This design comes from an exercise in tuning for small area, a short achievable clock period and few clock cycles per item on the open sky130 flow, not from production work.
RTL that was checked went through simulation tests only; none was proved equivalent to the original.
No activity file was given, so power comes from the tool's default toggle rates.

== main ==
==> flow/design.v (excerpt) <==
module multiturn_polar_angle_tracker #(
  parameter int SAMPLES_PER_AVERAGE = 5,
  parameter int SAMPLE_BITS         = 12
) (
  input  logic                                  clk,
  input  logic                                  rst,
  input  logic                                  psel,
  input  logic                                  penable,
  input  logic                                  pwrite,
  input  logic [mpat_pkg::APB_ADDR_W-1:0]       paddr,
  input  logic [mpat_pkg::APB_DATA_W-1:0]       pwdata,
  output logic [mpat_pkg::APB_DATA_W-1:0]       prdata,
  output logic                                  pready,
  input  logic [SAMPLE_BITS-1:0]                sample,
  input  logic                                  sample_valid,
  output logic                                  sample_stall,
  output logic signed [mpat_pkg::ANGLE_W-1:0]   angle_q8,
  output logic [mpat_pkg::STAGE_W-1:0]          stage,
  output logic [mpat_pkg::OUT_W-1:0]            average,
  output logic [mpat_pkg::OUT_W-1:0]            max_seen,
  output logic [mpat_pkg::OUT_W-1:0]            min_seen,
  output logic                                  result_valid,
  input  logic                                  result_stall
);
==> flow/config.mk <==
export PLATFORM = sky130hd
export DESIGN_NAME = multiturn_polar_angle_tracker
export DESIGN_NICKNAME = multiturn_polar_angle_tracker
export VERILOG_FILES = /design/flow/design.v
export SDC_FILE = /design/flow/constraint.sdc
export NUM_CORES = 4
export LEC_CHECK = 0
export CAP_MARGIN = 20
export CORE_MARGIN = 2
export CORE_UTILIZATION = 40
export CTS_CLUSTER_DIAMETER = 120
export CTS_CLUSTER_SIZE = 24
export SETUP_SLACK_MARGIN = 3.0
export SLEW_MARGIN = 20
==> flow/constraint.sdc <==
create_clock -name core_clock -period 7.0 [get_ports {clk}]
set_input_delay 1.4000 -clock core_clock [delete_from_list [all_inputs] [get_ports {clk}]]
set_output_delay 1.4000 -clock core_clock [all_outputs]
set_load 0.01 [all_outputs]
standard.sh (not shown) runs the stock make flow with config.mk's settings and CLKGATE_MAP_FILE= SYNTH_SCRIPT=/design/flow/synth_recipe.tcl, a recipe that flattens the netlist after the stock synthesis.
==> flow/flow/run.sh <==
#!/bin/bash
# Layout flow: the standard ORFS flow (standard.sh's make call) with these
# changes: synthesis maps with an area-oriented ABC script (flow/area.abc)
# instead of ORFS's speed script; ports are buffered with buf_N cells given
# below; and the cells listed in EXTRA_DONT_USE are kept out of the netlist
# (added to the platform's don't-use list). Register mapping, flattening,
# renaming, floorplan, power grid, placement, CTS and routing are unchanged.
set -euo pipefail
here=$(pwd)
EXTRA_DONT_USE="sky130_fd_sc_hd__a222oi_1"
PORT_BUFFER="sky130_fd_sc_hd__buf_1"
# synthesis body: ORFS synth.tcl with the abc script argument replaced
sed 's#^source \$::env(SCRIPTS_DIR)/synth_preamble.tcl#source $::env(SCRIPTS_DIR)/synth_preamble.tcl\nset abc_args [lreplace $abc_args 1 1 $::env(MY_ABC_SCRIPT)]#' \
  "$FLOW_HOME/scripts/synth.tcl" > "$here/my_synth_body.tcl"
grep -q 'MY_ABC_SCRIPT' "$here/my_synth_body.tcl"
# The standard flow's synthesis wrapper, sourcing that body instead of ORFS's synth.tcl
sed "s#source \$::env(SCRIPTS_DIR)/synth.tcl#source $here/my_synth_body.tcl#" \
  "$here/synth_recipe.tcl" > "$here/my_synth.tcl"
grep -q 'my_synth_body.tcl' "$here/my_synth.tcl"
# the platform's don't-use list plus the extra cells
du=$(DONT_USE_CELLS="$EXTRA_DONT_USE" make -s -C "$FLOW_HOME" DESIGN_CONFIG="$here/config.mk" \
  WORK_HOME="$here/orfs" print-DONT_USE_CELLS 2> "$here/dont_use.log" | sed -n 's/^DONT_USE_CELLS: //p')
echo "$du" >> "$here/dont_use.log"
for c in $EXTRA_DONT_USE; do grep -q "$c" <<< "$du"; done
grep -q 'probe_p_8' <<< "$du"
# standard.sh with the synthesis script swapped and the don't-use list given
sed "s#SYNTH_SCRIPT=[^ ]*#SYNTH_SCRIPT=$here/my_synth.tcl DONT_USE_CELLS=\"$du\"#" \
  "$here/standard.sh" > "$here/my_standard.sh"
grep -q 'my_synth.tcl' "$here/my_standard.sh"
export BUFFER_PORTS_ARGS="-buffer_cell $PORT_BUFFER"
export MY_ABC_SCRIPT="$here/flow/area.abc"
bash "$here/my_standard.sh" > "$here/flow.log" 2>&1
==> flow/flow/area.abc <==
&get -n
&st
&dch
&nf
&put
main completed every stage of the flow, and the final layout passed the timing, DRC and antenna checks.
Modified inputs, the feature branch compared to main
--- a/flow/design.v
+++ b/flow/design.v
@@ -166,28 +166,53 @@
   logic [11:0] min_q;
   logic        rv_q;
   logic        out_busy;
   logic        acc_res;
   logic        do_trk;
   logic        do_load;
   assign acc_res  = rv_q && !result_stall;
+  logic [13:0] up_s;
+  logic [13:0] up_c;
+  logic [13:0] dn_s;
+  logic [13:0] dn_c;
   logic [13:0] up_y;
   logic [13:0] dn_y;
   logic        up;
   logic        down;
   logic [12:0] gt_y;
   logic [12:0] lt_y;
   logic        new_max;
   logic        new_min;
   logic [3:0]  stg_next;
-  logic [20:0] tsum;
-  assign up_y    = tsum[13:0] + ~{2'b0, r_thr};
-  assign dn_y    = tsum[13:0] + {2'b0, r_thr};
+  always_comb begin
+    logic [13:0] p;
+    logic [13:0] m;
+    logic [13:0] np;
+    logic [13:0] nm;
+    logic [13:0] nt;
+    p  = {2'b0, avg_q};
+    m  = {2'b0, mean};
+    np = ~p;
+    nm = ~m;
+    nt = ~{2'b0, r_thr};
+    for (int i = 0; i < 14; i++) begin
+      up_s[i] = p[i] ^ nm[i] ^ nt[i];
+      dn_s[i] = m[i] ^ np[i] ^ nt[i];
+    end
+    up_c[0] = 1'b1;
+    dn_c[0] = 1'b1;
+    for (int i = 1; i < 14; i++) begin
+      up_c[i] = (p[i-1] & nm[i-1]) | (p[i-1] & nt[i-1]) | (nm[i-1] & nt[i-1]);
+      dn_c[i] = (m[i-1] & np[i-1]) | (m[i-1] & nt[i-1]) | (np[i-1] & nt[i-1]);
+    end
+  end
+  assign up_y    = up_s + up_c;
+  assign dn_y    = dn_s + dn_c;
   assign up      = !up_y[13];
-  assign down    = dn_y[13];
+  assign down    = !dn_y[13];
   assign gt_y    = {1'b0, mean} + {1'b0, ~max_q};
   assign lt_y    = {1'b0, min_q} + {1'b0, ~mean};
   assign new_max = gt_y[12];
   assign new_min = lt_y[12];
   always_comb begin
     logic [3:0] inc_v;
     logic [3:0] dec_v;
@@ -244,20 +269,18 @@
   logic trk_d;
   logic m_go;
   assign m_go = (m_cnt != 2'd3) || (out_busy && !trk_d);
   logic [20:0] row0;
   logic [20:0] row1;
   logic [20:0] cs_s;
   logic [20:0] cs_c;
+  logic [20:0] tsum;
   logic [13:0] d_next;
   logic [5:0]  enc_q;
   logic        last_q;
-  logic        idle_q;
-  logic        busy_next;
-  assign busy_next = do_load || (m_busy && !(m_go && m_cnt == 2'd3));
   always_comb begin
     if (do_load) begin
       d_next = {dval, 1'b0};
     end else if (m_busy && m_go) begin
       d_next = {{4{d_q[13]}}, d_q[13:4]};
     end else begin
       d_next = d_q;
@@ -265,17 +288,16 @@
   end
   function automatic logic [2:0] booth_enc(input logic [2:0] b);
     booth_enc = {b[1] ^ b[0],
                  (b[2] & ~b[1] & ~b[0]) | (~b[2] & b[1] & b[0]),
                  b[2] & ~(b[1] & b[0])};
   endfunction
   always_ff @(posedge clk) begin
-    enc_q  <= busy_next ? {booth_enc(d_next[4:2]), booth_enc(d_next[2:0])} : 6'd0;
-    last_q <= busy_next && (do_load ? 1'b0 : ((m_busy && m_go) ? (m_cnt == 2'd2) : (m_cnt == 2'd3)));
-    idle_q <= !busy_next;
+    enc_q  <= {booth_enc(d_next[4:2]), booth_enc(d_next[2:0])};
+    last_q <= do_load ? 1'b0 : ((m_busy && m_go) ? (m_cnt == 2'd2) : (m_cnt == 2'd3));
   end
   always_comb begin
     logic [17:0] g1;
     logic [17:0] g2;
     logic [20:0] xs;
     logic [20:0] a;
     g1 = {2'b0, r_gain};
@@ -285,20 +307,19 @@
       row1[i + 2] = ((enc_q[5] & g1[i]) | (enc_q[4] & g2[i])) ^ enc_q[3];
     end
     row0[20:18] = {3{enc_q[0]}};
     row1[1:0]   = 2'b00;
     row1[20]    = enc_q[3];
     xs   = {{3{x_q[13]}}, x_q, 4'b0};
     row1 = row1 | (last_q ? xs : 21'd0);
-    row0 = row0 | (idle_q ? ~{9'b0, mean} : 21'd0);
-    a = idle_q ? {9'b0, avg_q} : 21'(a_q);
+    a = 21'(a_q);
     for (int i = 0; i < 21; i++) begin
       cs_s[i] = a[i] ^ row0[i] ^ row1[i];
     end
-    cs_c[0] = idle_q;
+    cs_c[0] = 1'b0;
     for (int i = 1; i < 21; i++) begin
       cs_c[i] = (a[i-1] & row0[i-1]) | (a[i-1] & row1[i-1]) | (row0[i-1] & row1[i-1]);
     end
   end
   assign tsum = cs_s + cs_c;
   logic [13:0] x_q;
   logic [13:0] x_next;
@@ -387,15 +408,15 @@
       end else if (m_busy && m_go) begin
         m_cnt <= m_cnt + 2'd1;
         if (m_cnt == 2'd3) begin
           m_busy <= 1'b0;
         end
       end
       trk_d <= do_trk;
-      fl_ok <= s_full && s_mean && idle_q && !do_trk;
+      fl_ok <= s_full && s_mean && !do_trk;
       if (m_busy && m_go && m_cnt == 2'd3) rv_q <= 1'b1;
       else if (acc_res) rv_q <= 1'b0;
       if (do_trk) out_busy <= 1'b1;
       else if (acc_res) out_busy <= 1'b0;
       if (do_trk) begin
         avg_q <= mean;
         stg_q <= fl_stg;
Findings:
- Going from main to the feature branch, worst hold slack has remained practically unchanged; count of multi-input combinational gates went down by 41; switching power of the nets now sits higher.
- The feature branch has detail-routed net length per standard cell below what main had.
- Summary — die area, the feature branch relative to main: higher, by about 0.4%.
- The feature branch vs main on clock period minus worst slack: the feature branch is the lower one.
- Summary of the feature branch over main: maximum fanout along the worst path went up 3; cell area went down 680 um2; global-route usage went down 2.2 points.
- Comparing main and the feature branch, the lower count of buffers added by post-CTS timing repair for setup was measured on the feature branch.
Testbench counts of the feature branch, summed over its fixed seeds: cycles 16,064, items 3,200.
For main, only the layout was checked, not whether the RTL still works.


Another version of the RTL of multiturn_polar_angle_tracker (not shown whole).
For scale: roughly 1,800 cells after synthesis, ~200 flip-flops, ~150 I/O pins.
==> flow/config.mk <==
export PLATFORM = sky130hd
export DESIGN_NAME = multiturn_polar_angle_tracker
export DESIGN_NICKNAME = multiturn_polar_angle_tracker
export VERILOG_FILES = /design/flow/design.v
export SDC_FILE = /design/flow/constraint.sdc
export NUM_CORES = 4
export LEC_CHECK = 0
export CAP_MARGIN = 20
export CORE_MARGIN = 2
export CORE_UTILIZATION = 40
export SETUP_SLACK_MARGIN = 3.0
export SLEW_MARGIN = 20
==> flow/constraint.sdc <==
create_clock -name core_clock -period 7.0 [get_ports {clk}]
set_input_delay 1.4000 -clock core_clock [delete_from_list [all_inputs] [get_ports {clk}]]
set_output_delay 1.4000 -clock core_clock [all_outputs]
set_load 0.01 [all_outputs]
run.sh (not shown) runs the stock make flow with config.mk's settings and CLKGATE_MAP_FILE= SYNTH_SCRIPT=/design/flow/synth_recipe.tcl, a recipe that flattens the netlist after the stock synthesis.
Stock flow here: none of the scripts above is used.
The first run completed without violations.
==> next run, changes <==
--- a/flow/design.v
+++ b/flow/design.v
@@ -159,22 +159,24 @@
     end
     div_b = {3'b0, sq[11:7], qb};
   end
   assign mean = sq[11:0];
   logic [11:0] avg_q;
   logic [3:0]  stg_q;
   logic [11:0] max_q;
   logic [11:0] min_q;
+  logic [21:0] ang_q;
   logic        rv_q;
   logic        out_busy;
   logic        acc_res;
   logic        out_free;
   logic        do_trk;
   logic        do_load;
+  logic        do_fin;
   assign acc_res  = rv_q && !result_stall;
   assign out_free = !out_busy || acc_res;
   logic [13:0] up_s;
   logic [13:0] up_c;
   logic [13:0] dn_s;
   logic [13:0] dn_c;
   logic [13:0] up_y;
   logic [13:0] dn_y;
@@ -230,16 +232,17 @@
       stg_next = step[3:0];
     end
   end
   logic signed [16:0] a_q;
   logic [13:0]        d_q;
   logic [7:0]         l_q;
   logic [1:0]         m_cnt;
   logic               m_busy;
+  logic               m_done;
   logic               m_idle;
   logic [12:0]        dval;
   logic [6:0]         dneg;
   logic [16:0]        a_init;
   assign dval = {1'b0, mean} - {1'b0, r_zero};
   always_comb begin
     logic [15:0] dx;
     dx = {dval[12], dval[12], dval, 1'b0};
@@ -251,22 +254,23 @@
     a_init[2]  = dneg[1];
     a_init[4]  = dneg[2];
     a_init[6]  = dneg[3];
     a_init[7]  = 1'b1;
     a_init[8]  = dneg[4];
     a_init[10] = dneg[5];
     a_init[12] = dneg[6];
   end
-  assign m_idle  = !m_busy && (!rv_q || acc_res);
+  assign m_idle  = !m_busy && (!m_done || do_fin);
   assign do_load = s_full && s_mean && !d_done && m_idle;
   assign do_trk  = s_full && s_mean && !t_done && out_free;
+  assign do_fin  = m_done && out_busy && !rv_q;
   logic trk_d;
   logic m_go;
-  assign m_go = (m_cnt != 2'd3) || (out_busy && !trk_d);
+  assign m_go = (m_cnt != 2'd3) || (out_busy && !rv_q && !trk_d);
   logic [20:0] row0;
   logic [20:0] row1;
   logic [20:0] cs_s;
   logic [20:0] cs_c;
   logic [20:0] tsum;
   always_comb begin
     logic [2:0]  b0;
     logic [2:0]  b1;
@@ -362,16 +366,17 @@
     if (rst) begin
       s_full       <= 1'b0;
       s_half       <= 1'b0;
       s_mean       <= 1'b0;
       d_done       <= 1'b0;
       t_done       <= 1'b0;
       sample_stall <= 1'b0;
       m_busy       <= 1'b0;
+      m_done       <= 1'b0;
       m_cnt        <= '0;
       trk_d        <= 1'b0;
       rv_q         <= 1'b0;
       out_busy     <= 1'b0;
       avg_q        <= '0;
       stg_q        <= '0;
       max_q        <= '0;
       min_q        <= '1;
@@ -391,20 +396,22 @@
       end
       if (do_load) begin
         m_busy <= 1'b1;
         m_cnt  <= '0;
       end else if (m_busy && m_go) begin
         m_cnt <= m_cnt + 2'd1;
         if (m_cnt == 2'd3) begin
           m_busy <= 1'b0;
+          m_done <= 1'b1;
         end
       end
+      if (do_fin) m_done <= 1'b0;
       trk_d <= do_trk;
-      if (m_busy && m_go && m_cnt == 2'd3) rv_q <= 1'b1;
+      if (do_fin) rv_q <= 1'b1;
       else if (acc_res) rv_q <= 1'b0;
       if (do_trk) out_busy <= 1'b1;
       else if (acc_res) out_busy <= 1'b0;
       if (do_trk) begin
         avg_q <= mean;
         stg_q <= stg_next;
         if (new_max) max_q <= mean;
         if (new_min) min_q <= mean;
@@ -422,16 +429,20 @@
     if (do_load) begin
       a_q <= a_init;
       d_q <= {dval, 1'b0};
     end else if (m_busy && m_go) begin
       a_q <= tsum[20:4];
       d_q <= {{4{d_q[13]}}, d_q[13:4]};
       l_q <= {tsum[3:0], l_q[7:4]};
     end
+    if (do_fin) begin
+      if (!a_q[14] && a_q[13]) ang_q <= 22'h1fffff;
+      else ang_q <= {a_q[13:0], l_q};
+    end
   end
-  assign angle_q8     = (!a_q[14] && a_q[13]) ? 22'h1fffff : {a_q[13:0], l_q};
+  assign angle_q8     = ang_q;
   assign stage        = stg_q;
   assign average      = avg_q;
   assign max_seen     = max_q;
   assign min_seen     = min_q;
   assign result_valid = rv_q;
 endmodule
What happened:
- final cell count came out higher by 0.81%
- combinational power goes up to 3.3 times its value
- core utilization shrinks by 0.21 points
- routed wire length hardly moves
- total power goes up by about 50%
- setup slack gets worse by 0.091 ns
- cell area came out higher by about 4.3%
- maximum frequency goes down by 2.2%
- synthesized area grows by 3.8%
- hold slack is worse by 0.0079 ns
- via count fell by about 0.4%
- non-clock buffer count decreases by 13
- clock-buffer cell count climbs by 21
Testbench counts after the change, summed over its fixed seeds: cycles 16,072, items 3,200.
The RTL of the first run of this note was laid out without a check of its function.


== run 1 ==
The RTL this note starts from:
==> flow/design.v <==
package mpat_pkg;
  localparam int ZERO_W   = 12;
  localparam int GAIN_W   = 16;
  localparam int DEG_W    = 9;
  localparam int THR_W    = 12;
  localparam int STAGE_W  = 4;
  localparam int OUT_W    = 12;
  localparam int ANGLE_W  = 22;
  localparam int FRAC_W   = 8;
  localparam int APB_DATA_W = 32;
  localparam int APB_ADDR_W = 5;
  localparam int REG_IDX_W  = 3;
  localparam logic [REG_IDX_W-1:0] REG_ZERO_CODE      = 3'd0;
  localparam logic [REG_IDX_W-1:0] REG_GAIN_Q16       = 3'd1;
  localparam logic [REG_IDX_W-1:0] REG_STAGE_DEGREES  = 3'd2;
  localparam logic [REG_IDX_W-1:0] REG_ANGLE_OFFSET   = 3'd3;
  localparam logic [REG_IDX_W-1:0] REG_JUMP_THRESHOLD = 3'd4;
  localparam logic [REG_IDX_W-1:0] REG_MAX_STAGE      = 3'd5;
  localparam logic [ZERO_W-1:0]  RST_ZERO_CODE      = 12'd427;
  localparam logic [GAIN_W-1:0]  RST_GAIN_Q16       = 16'd2376;
  localparam logic [DEG_W-1:0]   RST_STAGE_DEGREES  = 9'd120;
  localparam logic [DEG_W-1:0]   RST_ANGLE_OFFSET   = 9'd55;
  localparam logic [THR_W-1:0]   RST_JUMP_THRESHOLD = 12'd2200;
  localparam logic [STAGE_W-1:0] RST_MAX_STAGE      = 4'd4;
  typedef struct packed {
    logic [ZERO_W-1:0]  zero_code;
    logic [GAIN_W-1:0]  gain_q16;
    logic [DEG_W-1:0]   stage_degrees;
    logic [DEG_W-1:0]   angle_offset;
    logic [THR_W-1:0]   jump_threshold;
    logic [STAGE_W-1:0] max_stage;
  } cfg_t;
endpackage
module multiturn_polar_angle_tracker #(
  parameter int SAMPLES_PER_AVERAGE = 5,
  parameter int SAMPLE_BITS         = 12
) (
  input  logic                                  clk,
  input  logic                                  rst,
  input  logic                                  psel,
  input  logic                                  penable,
  input  logic                                  pwrite,
  input  logic [mpat_pkg::APB_ADDR_W-1:0]       paddr,
  input  logic [mpat_pkg::APB_DATA_W-1:0]       pwdata,
  output logic [mpat_pkg::APB_DATA_W-1:0]       prdata,
  output logic                                  pready,
  input  logic [SAMPLE_BITS-1:0]                sample,
  input  logic                                  sample_valid,
  output logic                                  sample_stall,
  output logic signed [mpat_pkg::ANGLE_W-1:0]   angle_q8,
  output logic [mpat_pkg::STAGE_W-1:0]          stage,
  output logic [mpat_pkg::OUT_W-1:0]            average,
  output logic [mpat_pkg::OUT_W-1:0]            max_seen,
  output logic [mpat_pkg::OUT_W-1:0]            min_seen,
  output logic                                  result_valid,
  input  logic                                  result_stall
);
  logic [11:0] r_zero;
  logic [15:0] r_gain;
  logic [8:0]  r_deg;
  logic [8:0]  r_off;
  logic [11:0] r_thr;
  logic [3:0]  r_max;
  logic [2:0]  idx;
  logic        wr;
  assign idx    = paddr[4:2];
  assign wr     = psel && penable && pwrite;
  assign pready = 1'b1;
  always_ff @(posedge clk) begin
    if (rst) begin
      r_zero <= mpat_pkg::RST_ZERO_CODE;
      r_gain <= mpat_pkg::RST_GAIN_Q16;
      r_deg  <= mpat_pkg::RST_STAGE_DEGREES;
      r_off  <= mpat_pkg::RST_ANGLE_OFFSET;
      r_thr  <= mpat_pkg::RST_JUMP_THRESHOLD;
      r_max  <= mpat_pkg::RST_MAX_STAGE;
    end else if (wr) begin
      case (idx)
        3'd0:    r_zero <= pwdata[11:0];
        3'd1:    r_gain <= pwdata[15:0];
        3'd2:    r_deg  <= pwdata[8:0];
        3'd3:    r_off  <= pwdata[8:0];
        3'd4:    r_thr  <= pwdata[11:0];
        3'd5:    r_max  <= pwdata[3:0];
        default: ;
      endcase
    end
  end
  always_comb begin
    case (idx)
      3'd0:    prdata = {20'd0, r_zero};
      3'd1:    prdata = {16'd0, r_gain};
      3'd2:    prdata = {23'd0, r_deg};
      3'd3:    prdata = {23'd0, r_off};
      3'd4:    prdata = {20'd0, r_thr};
      3'd5:    prdata = {28'd0, r_max};
      default: prdata = '0;
    endcase
  end
  logic [13:0] acc;
  logic [2:0]  cnt;
  logic        take;
  logic        last;
  logic [14:0] acc_sum;
  assign take    = sample_valid && !sample_stall;
  assign last    = (cnt == 3'd4);
  assign acc_sum = {1'b0, acc} + {3'b0, sample};
  always_ff @(posedge clk) begin
    if (rst) begin
      acc <= '0;
      cnt <= '0;
    end else if (take) begin
      if (last) begin
        acc <= '0;
        cnt <= '0;
      end else begin
        acc <= acc_sum[13:0];
        cnt <= cnt + 3'd1;
      end
    end
  end
  logic [14:0] sq;
  logic        s_full;
  logic        s_mean;
  logic        d_done;
  logic        t_done;
  logic [11:0] quo;
  logic [11:0] mean;
  always_comb begin
    logic [3:0]  t;
    logic [14:0] q;
    t = '0;
    q = '0;
    for (int i = 14; i >= 0; i--) begin
      t = {t[2:0], sq[i]};
      if (t >= 4'd5) begin
        q[i] = 1'b1;
        t    = t - 4'd5;
      end
    end
    quo = q[11:0];
  end
  assign mean = sq[11:0];
  logic [11:0] avg_q;
  logic [3:0]  stg_q;
  logic [11:0] max_q;
  logic [11:0] min_q;
  logic [21:0] ang_q;
  logic        rv_q;
  logic        out_busy;
  logic        acc_res;
  logic        out_free;
  logic        do_trk;
  logic        do_load;
  logic        do_fin;
  assign acc_res  = rv_q && !result_stall;
  assign out_free = !out_busy || acc_res;
  logic        up;
  logic        down;
  logic [4:0]  step;
  logic [3:0]  stg_next;
  assign up   = {1'b0, avg_q} > ({1'b0, mean} + {1'b0, r_thr});
  assign down = {1'b0, mean} > ({1'b0, avg_q} + {1'b0, r_thr});
  always_comb begin
    if (up) begin
      step = {1'b0, stg_q} + 5'd1;
    end else if (down) begin
      step = {1'b0, stg_q} - 5'd1;
    end else begin
      step = {1'b0, stg_q};
    end
    if (step > {1'b0, r_max}) begin
      stg_next = '0;
    end else begin
      stg_next = step[3:0];
    end
  end
  logic signed [16:0] a_q;
  logic [13:0]        d_q;
  logic [7:0]         l_q;
  logic [1:0]         m_cnt;
  logic               m_busy;
  logic               m_done;
  logic               m_idle;
  logic signed [12:0] dval;
  assign dval = $signed({1'b0, mean}) - $signed({1'b0, r_zero});
  assign m_idle  = !m_busy && (!m_done || do_fin);
  assign do_load = s_full && s_mean && !d_done && m_idle;
  assign do_trk  = s_full && s_mean && !t_done && out_free;
  assign do_fin  = m_done && out_busy && !rv_q;
  logic [2:0]         b0;
  logic [2:0]         b1;
  logic [17:0]        mag0;
  logic [17:0]        mag1;
  logic               n0;
  logic               n1;
  logic signed [20:0] tsum;
  assign b0 = d_q[2:0];
  assign b1 = d_q[4:2];
  always_comb begin
    case (b0)
      3'b001, 3'b010, 3'b101, 3'b110: mag0 = {2'b0, r_gain};
      3'b011, 3'b100:                 mag0 = {1'b0, r_gain, 1'b0};
      default:                        mag0 = '0;
    endcase
    case (b1)
      3'b001, 3'b010, 3'b101, 3'b110: mag1 = {2'b0, r_gain};
      3'b011, 3'b100:                 mag1 = {1'b0, r_gain, 1'b0};
      default:                        mag1 = '0;
    endcase
    n0 = b0[2] && !(b0[1] && b0[0]);
    n1 = b1[2] && !(b1[1] && b1[0]);
  end
  logic signed [20:0] row0;
  logic signed [20:0] row1;
  assign row0 = n0 ? ~$signed({3'b0, mag0}) : $signed({3'b0, mag0});
  assign row1 = n1 ? ~$signed({1'b0, mag1, 2'b11}) : $signed({1'b0, mag1, 2'b00});
  assign tsum = 21'(a_q) + row0 + row1 + 21'(n0) + 21'({n1, 2'b00});
  logic signed [14:0] fin;
  assign fin = 15'(a_q) + $signed({2'b0, 13'(stg_q * r_deg)})
             - $signed({6'b0, r_off});
  logic [2:0] cnt_next;
  logic       s_full_next;
  always_comb begin
    cnt_next = cnt;
    if (take) cnt_next = last ? 3'd0 : cnt + 3'd1;
    s_full_next = s_full;
    if (s_full && (d_done || do_load) && (t_done || do_trk)) s_full_next = 1'b0;
    if (take && last) s_full_next = 1'b1;
  end
  always_ff @(posedge clk) begin
    if (rst) begin
      s_full       <= 1'b0;
      s_mean       <= 1'b0;
      d_done       <= 1'b0;
      t_done       <= 1'b0;
      sample_stall <= 1'b0;
      m_busy       <= 1'b0;
      m_done       <= 1'b0;
      m_cnt        <= '0;
      rv_q         <= 1'b0;
      out_busy     <= 1'b0;
      avg_q        <= '0;
      stg_q        <= '0;
      max_q        <= '0;
      min_q        <= '1;
    end else begin
      s_full       <= s_full_next;
      sample_stall <= (cnt_next == 3'd4) && s_full_next;
      if (take && last) begin
        s_mean <= 1'b0;
        d_done <= 1'b0;
        t_done <= 1'b0;
      end else begin
        if (s_full) s_mean <= 1'b1;
        if (do_load) d_done <= 1'b1;
        if (do_trk) t_done <= 1'b1;
      end
      if (do_load) begin
        m_busy <= 1'b1;
        m_cnt  <= '0;
      end else if (m_busy) begin
        m_cnt <= m_cnt + 2'd1;
        if (m_cnt == 2'd3) begin
          m_busy <= 1'b0;
          m_done <= 1'b1;
        end
      end
      if (do_fin && !(m_busy && m_cnt == 2'd3)) m_done <= 1'b0;
      if (do_fin) rv_q <= 1'b1;
      else if (acc_res) rv_q <= 1'b0;
      if (do_trk) out_busy <= 1'b1;
      else if (acc_res) out_busy <= 1'b0;
      if (do_trk) begin
        avg_q <= mean;
        stg_q <= stg_next;
        if (mean > max_q) max_q <= mean;
        if (mean < min_q) min_q <= mean;
      end
    end
  end
  always_ff @(posedge clk) begin
    if (take && last) begin
      sq <= acc_sum;
    end else if (s_full && !s_mean) begin
      sq <= {3'b0, quo};
    end
    if (do_load) begin
      a_q <= 17'sd128;
      d_q <= {dval, 1'b0};
      l_q <= l_q;
    end else if (m_busy) begin
      a_q <= 17'(tsum >>> 4);
      d_q <= {{4{d_q[13]}}, d_q[13:4]};
      l_q <= {tsum[3:0], l_q[7:4]};
    end
    if (do_fin) begin
      if (fin > 15'sd8191) ang_q <= 22'h1fffff;
      else ang_q <= {fin[13:0], l_q};
    end
  end
  assign angle_q8     = ang_q;
  assign stage        = stg_q;
  assign average      = avg_q;
  assign max_seen     = max_q;
  assign min_seen     = min_q;
  assign result_valid = rv_q;
endmodule
clock: 7.0 ns
lec_check: 0
cap_margin: 20
core_margin: 2
core_utilization: 40
slew_margin: 20
[run 1] flow finished | final checks: failed | reasons: negative setup slack
For run 2, these inputs were changed with respect to run 1:
diff --git a/flow/design.v b/flow/design.v
--- a/flow/design.v
+++ b/flow/design.v
@@ -120,26 +120,41 @@
     end
   end
   logic [14:0] sq;
   logic        s_full;
+  logic        s_half;
   logic        s_mean;
   logic        d_done;
   logic        t_done;
-  logic [11:0] quo;
   logic [11:0] mean;
+  function automatic logic [3:0] d5step(input logic [2:0] r, input logic b);
+    logic       q;
+    logic [3:0] t;
+    q = r[2] | (r[1] & (r[0] | b));
+    t = {r, b} - {q, 1'b0, q};
+    d5step = {q, t[2:0]};
+  endfunction
+  logic [14:0] div_a;
+  logic [14:0] div_b;
   always_comb begin
-    logic [3:0]  t;
-    logic [14:0] q;
-    t = '0;
-    q = '0;
-    for (int i = 14; i >= 0; i--) begin
-      t = {t[2:0], sq[i]};
-      if (t >= 4'd5) begin
-        q[i] = 1'b1;
-        t    = t - 4'd5;
-      end
+    logic [2:0] r;
+    logic [3:0] o;
+    logic [4:0] qa;
+    logic [6:0] qb;
+    r = {1'b0, sq[14:13]};
+    for (int i = 12; i >= 7; i--) begin
+      o = d5step(r, sq[i]);
+      if (i <= 11) qa[i - 7] = o[3];
+      r = o[2:0];
+    end
+    div_a = {r, qa, sq[6:0]};
+    r = sq[14:12];
+    for (int i = 6; i >= 0; i--) begin
+      o = d5step(r, sq[i]);
+      qb[i] = o[3];
+      r = o[2:0];
     end
-    quo = q[11:0];
+    div_b = {3'b0, sq[11:7], qb};
   end
   assign mean = sq[11:0];
   logic [11:0] avg_q;
   logic [3:0]  stg_q;
@@ -230,8 +245,9 @@
   end
   always_ff @(posedge clk) begin
     if (rst) begin
       s_full       <= 1'b0;
+      s_half       <= 1'b0;
       s_mean       <= 1'b0;
       d_done       <= 1'b0;
       t_done       <= 1'b0;
       sample_stall <= 1'b0;
@@ -247,13 +263,15 @@
     end else begin
       s_full       <= s_full_next;
       sample_stall <= (cnt_next == 3'd4) && s_full_next;
       if (take && last) begin
+        s_half <= 1'b0;
         s_mean <= 1'b0;
         d_done <= 1'b0;
         t_done <= 1'b0;
       end else begin
-        if (s_full) s_mean <= 1'b1;
+        if (s_full) s_half <= 1'b1;
+        if (s_full && s_half) s_mean <= 1'b1;
         if (do_load) d_done <= 1'b1;
         if (do_trk) t_done <= 1'b1;
       end
       if (do_load) begin
@@ -281,10 +299,12 @@
   end
   always_ff @(posedge clk) begin
     if (take && last) begin
       sq <= acc_sum;
+    end else if (s_full && !s_half) begin
+      sq <= div_a;
     end else if (s_full && !s_mean) begin
-      sq <= {3'b0, quo};
+      sq <= div_b;
     end
     if (do_load) begin
       a_q <= 17'sd128;
       d_q <= {dval, 1'b0};
## What came out
Run 2 did not stop at any stage, and its layout met the timing, DRC and antenna checks.
Compared to run 1, run 2 has time the worst path needs with I/O delays and setup 4010 ps lower.
Re share of final layout cell area taken by clock buffers and inverters: run 1 was lower than run 2.
[compare] base=run 1 new=run 2: residual overflow from global routing comparable; share of synthesized area occupied by flip-flops and latches now smaller; number of vias per cell after detailed routing now larger.
Comparing fraction of the cycle the final worst path needs for run 2 and run 1, the bigger number came from run 1.
Detailed-routed wire length on met3, run 2 and run 1, higher one = run 1.
Run 2 consumes more power than run 1 does.
In the reports for run 2 and run 1, the larger post-route worst setup slack belongs to run 2.
Run 1 → run 2: number of fill cells in the layout rose by 238, count of clock buffers in the final design shrank by 6, final design instance area without fill went down by 3.4%, maximum clock frequency grew by 60%.
No run of this note included a check of the RTL's function; only the layout flow was run.

==> port drivers added, routing unchanged <==
The results above use ideal ports. As a check the final layouts listed here were re-extracted and re-timed, cells and wires unchanged. Step 1: set_driving_cell puts a clkbuf_16 on clk and a buf_2 on each other input, an assumption about the parent block. Step 2 moves the port delays by t, midway between the first and last clock arrival at a register: inputs arrive t later, outputs are due t later. That takes back most of the time a late clock gives input paths. Slacks: ideal ports / drivers / drivers and shift; pairs: ideal ports / drivers.
run	t (ns)	slack for setup (ns)	worst data-port slew with drivers (ns)
main	0.542	2.447 / 2.447 / 2.447	0.05
the feature branch	0.527	3.087 / 3.064 / 3.064	0.04
the first run of note 2	0.506	2.952 / 2.952 / 2.724	0.07
the second run of note 2	0.605	2.860 / 2.860 / 2.506	0.08
run 1	0.609	-3.655 / -3.655 / -3.655	0.04
run 2	0.606	0.358 / 0.358 / 0.358	0.04
The setup slack of the second run of note 2, which loses most, moves by 0.000 ns with the drivers and by -0.354 ns with both steps.
